Background: an optimization exercise with open tools, aiming at small area, a short achievable clock period and few clock cycles per item. Do not read the settings as production practice. In this exercise RTL edits were held to simulation tests only and were not proved equivalent to the original. Power and IR drop assume default switching activity.

// execute_pipe
module execute_pipe #(
  parameter int WIDTH  = 64,
  parameter bit MUL_EN = 1'b1
) (
  input  logic             clock,
  input  logic             reset,
  input  logic             in_valid,
  input  logic [3:0]       icode,
  input  logic [3:0]       ifun,
  input  logic [WIDTH-1:0] valA,
  input  logic [WIDTH-1:0] valB,
  input  logic [WIDTH-1:0] valC,
  input  logic [3:0]       dstE,
  input  logic [3:0]       dstM,
  input  logic             m_exc,
  input  logic             stall,
  input  logic             bubble,
  output logic             busy,
  output logic             out_valid,
  output logic [3:0]       e_icode,
  output logic             e_cnd,
  output logic [WIDTH-1:0] e_valE,
  output logic [WIDTH-1:0] e_valA,
  output logic [3:0]       e_dstE,
  output logic [3:0]       e_dstM,
  output logic             zf,
  output logic             sf,
  output logic             of
);
Size: roughly 3800 cells after synthesis, roughly 280 flip-flops, roughly 360 I/O pins, roughly 30000 µm² of cells after synthesis.
==> flow/config.mk <==
export PLATFORM = sky130hd
export DESIGN_NAME = execute_pipe
export DESIGN_NICKNAME = execute_pipe
export VERILOG_FILES = /design/flow/design.v
export SDC_FILE = /design/flow/constraint.sdc
export NUM_CORES = 4
export LEC_CHECK = 0
export CAP_MARGIN = 20
export CORE_MARGIN = 2
export CORE_UTILIZATION = 35
export SETUP_SLACK_MARGIN = 1.0
export SLEW_MARGIN = 20
==> flow/constraint.sdc <==
create_clock -name core_clock -period 7.0 [get_ports {clock}]
set_input_delay 1.4000 -clock core_clock [delete_from_list [all_inputs] [get_ports {clock}]]
set_output_delay 1.4000 -clock core_clock [all_outputs]
set_load 0.01 [all_outputs]
standard.sh (not shown) runs the stock make flow with config.mk's settings and CLKGATE_MAP_FILE= SYNTH_SCRIPT=/design/flow/synth_recipe.tcl, a recipe that flattens the netlist after the stock synthesis.
==> flow/flow/run.sh <==
#!/bin/bash
# The standard layout, with plain buffers (buf_2) on the ports in place of the delay buffers
# buffer_ports picks by default. Each tool's full output is in orfs/logs; standard.sh's own
# output goes to standard.log.
set -euo pipefail
export BUFFER_PORTS_ARGS="-buffer_cell sky130_fd_sc_hd__buf_2"
bash standard.sh > standard.log 2>&1
Testbench counts at the start, summed over its fixed seeds: cycles 31,668, items 16,000.
Rerun with:
--- a/flow/config.mk
+++ b/flow/config.mk
@@ -9,4 +9,5 @@
 export CORE_MARGIN = 2
 export CORE_UTILIZATION = 35
+export CTS_BUF_LIST = sky130_fd_sc_hd__clkbuf_8
 export SETUP_SLACK_MARGIN = 1.0
 export SLEW_MARGIN = 20
After rerunning: Clock-buffer cell count rose by 12; design area falls slightly; register-to-register slack gains 0.02 ns; routed wire length barely changes; power came out lower slightly; fmax is higher slightly; utilization decreases by 0.16 points; worst setup slack gets better by 0.031 ns; sequential share of layout area barely changes.
Rerun with:
--- a/flow/config.mk
+++ b/flow/config.mk
@@ -9,5 +9,4 @@
 export CORE_MARGIN = 2
 export CORE_UTILIZATION = 35
-export CTS_BUF_LIST = sky130_fd_sc_hd__clkbuf_8
-export SETUP_SLACK_MARGIN = 1.0
+export SETUP_SLACK_MARGIN = 1.2
 export SLEW_MARGIN = 20
Outcome: Power is higher by about 5%. Area after synthesis stays the same. Via count is higher by 0.37%. Sequential share of layout area is lower by 0.60 points. First-iteration DRC count is higher by 2.3%. Clock-buffer cell count is lower by 14. Setup slack gets better by 0.016 ns. Cell area is higher by 3.1%. Cell count is about the same.
Rerun with:
==> flow/flow/run.sh (replaced) <==
#!/bin/bash
# The standard layout, with plain buffers (buf_1) on the ports in place of the delay buffers
# buffer_ports picks by default. Each tool's full output is in orfs/logs; standard.sh's own
# output goes to standard.log.
set -euo pipefail
export BUFFER_PORTS_ARGS="-buffer_cell sky130_fd_sc_hd__buf_1"
bash standard.sh > standard.log 2>&1
--- a/flow/config.mk
+++ b/flow/config.mk
@@ -9,4 +9,4 @@
 export CORE_MARGIN = 2
 export CORE_UTILIZATION = 35
-export SETUP_SLACK_MARGIN = 1.2
+export SETUP_SLACK_MARGIN = 1.0
 export SLEW_MARGIN = 20
After rerunning: Wire length rises slightly; count of clock-buffer cells in the layout rose by 2; non-clock buffer count is lower by 2; hold slack improves by 0.0060 ns; sequential power stays flat; area after synthesis is unchanged; global-route usage goes up by 0.48 points; sequential share of layout area grows by 0.58 points; utilization is lower by 1.2 points.
Rerun with:
==> flow/flow/run.sh (replaced) <==
#!/bin/bash
# The standard layout, with plain buffers (buf_2) on the ports in place of the delay buffers
# buffer_ports picks by default. Each tool's full output is in orfs/logs; standard.sh's own
# output goes to standard.log.
set -euo pipefail
export BUFFER_PORTS_ARGS="-buffer_cell sky130_fd_sc_hd__buf_2"
bash standard.sh > standard.log 2>&1
--- a/flow/config.mk
+++ b/flow/config.mk
@@ -8,5 +8,5 @@
 export CAP_MARGIN = 20
 export CORE_MARGIN = 2
-export CORE_UTILIZATION = 35
+export CORE_UTILIZATION = 45
 export SETUP_SLACK_MARGIN = 1.0
 export SLEW_MARGIN = 20
What happened: The changed run ran to the end with no violations; worst setup slack is better by 0.016 ns; register-to-register slack degrades by 0.04 ns; via count rose by 0.66%; core utilization came out higher by 12 points; routed wire length came out lower by about 4%; worst hold slack stays flat; combinational power hardly moves; global-route usage went up by 6.8 points.

-- afterwards: timing with drivers on the ports --
The results above use ideal ports. As a check the final layouts listed here were re-extracted and re-timed, cells and wires unchanged.
Step 1 (the two cells are an assumption about what drives the block):
set clk [get_ports {clock}]
set_driving_cell -lib_cell sky130_fd_sc_hd__clkbuf_16 $clk
set_driving_cell -lib_cell sky130_fd_sc_hd__buf_2 [delete_from_list [all_inputs] $clk]
Step 2 also shifts input and output timing later by t, the mid clock arrival at the registers, as if the neighbouring blocks saw the same clock.
Slacks: ideal ports / drivers / drivers and shift; pairs: ideal ports / drivers.
run | shift t [ns] | setup slack, ns | clock arrival spread, ns | slew at the worst register clock pin (ns) | pins driven straight from the clock port
the first run | 0.652 | 0.957 / 0.972 / 0.320 | 0.025 / 0.026 | 0.07 / 0.07 | 1
the second run | 0.778 | 0.988 / 1.005 / 0.227 | 0.031 / 0.032 | 0.07 / 0.07 | 1
the third run | 0.662 | 1.004 / 1.020 / 0.358 | 0.029 / 0.028 | 0.07 / 0.07 | 1
the fourth run | 0.661 | 1.046 / 1.073 / 0.411 | 0.046 / 0.045 | 0.07 / 0.07 | 1
the fifth run | 0.651 | 1.061 / 1.076 / 0.426 | 0.027 / 0.027 | 0.07 / 0.07 | 1
After both steps setup and hold are still met in every run listed. For the second run, which loses most, drivers alone change the setup slack by +0.017 ns; drivers and shift together by -0.761 ns.
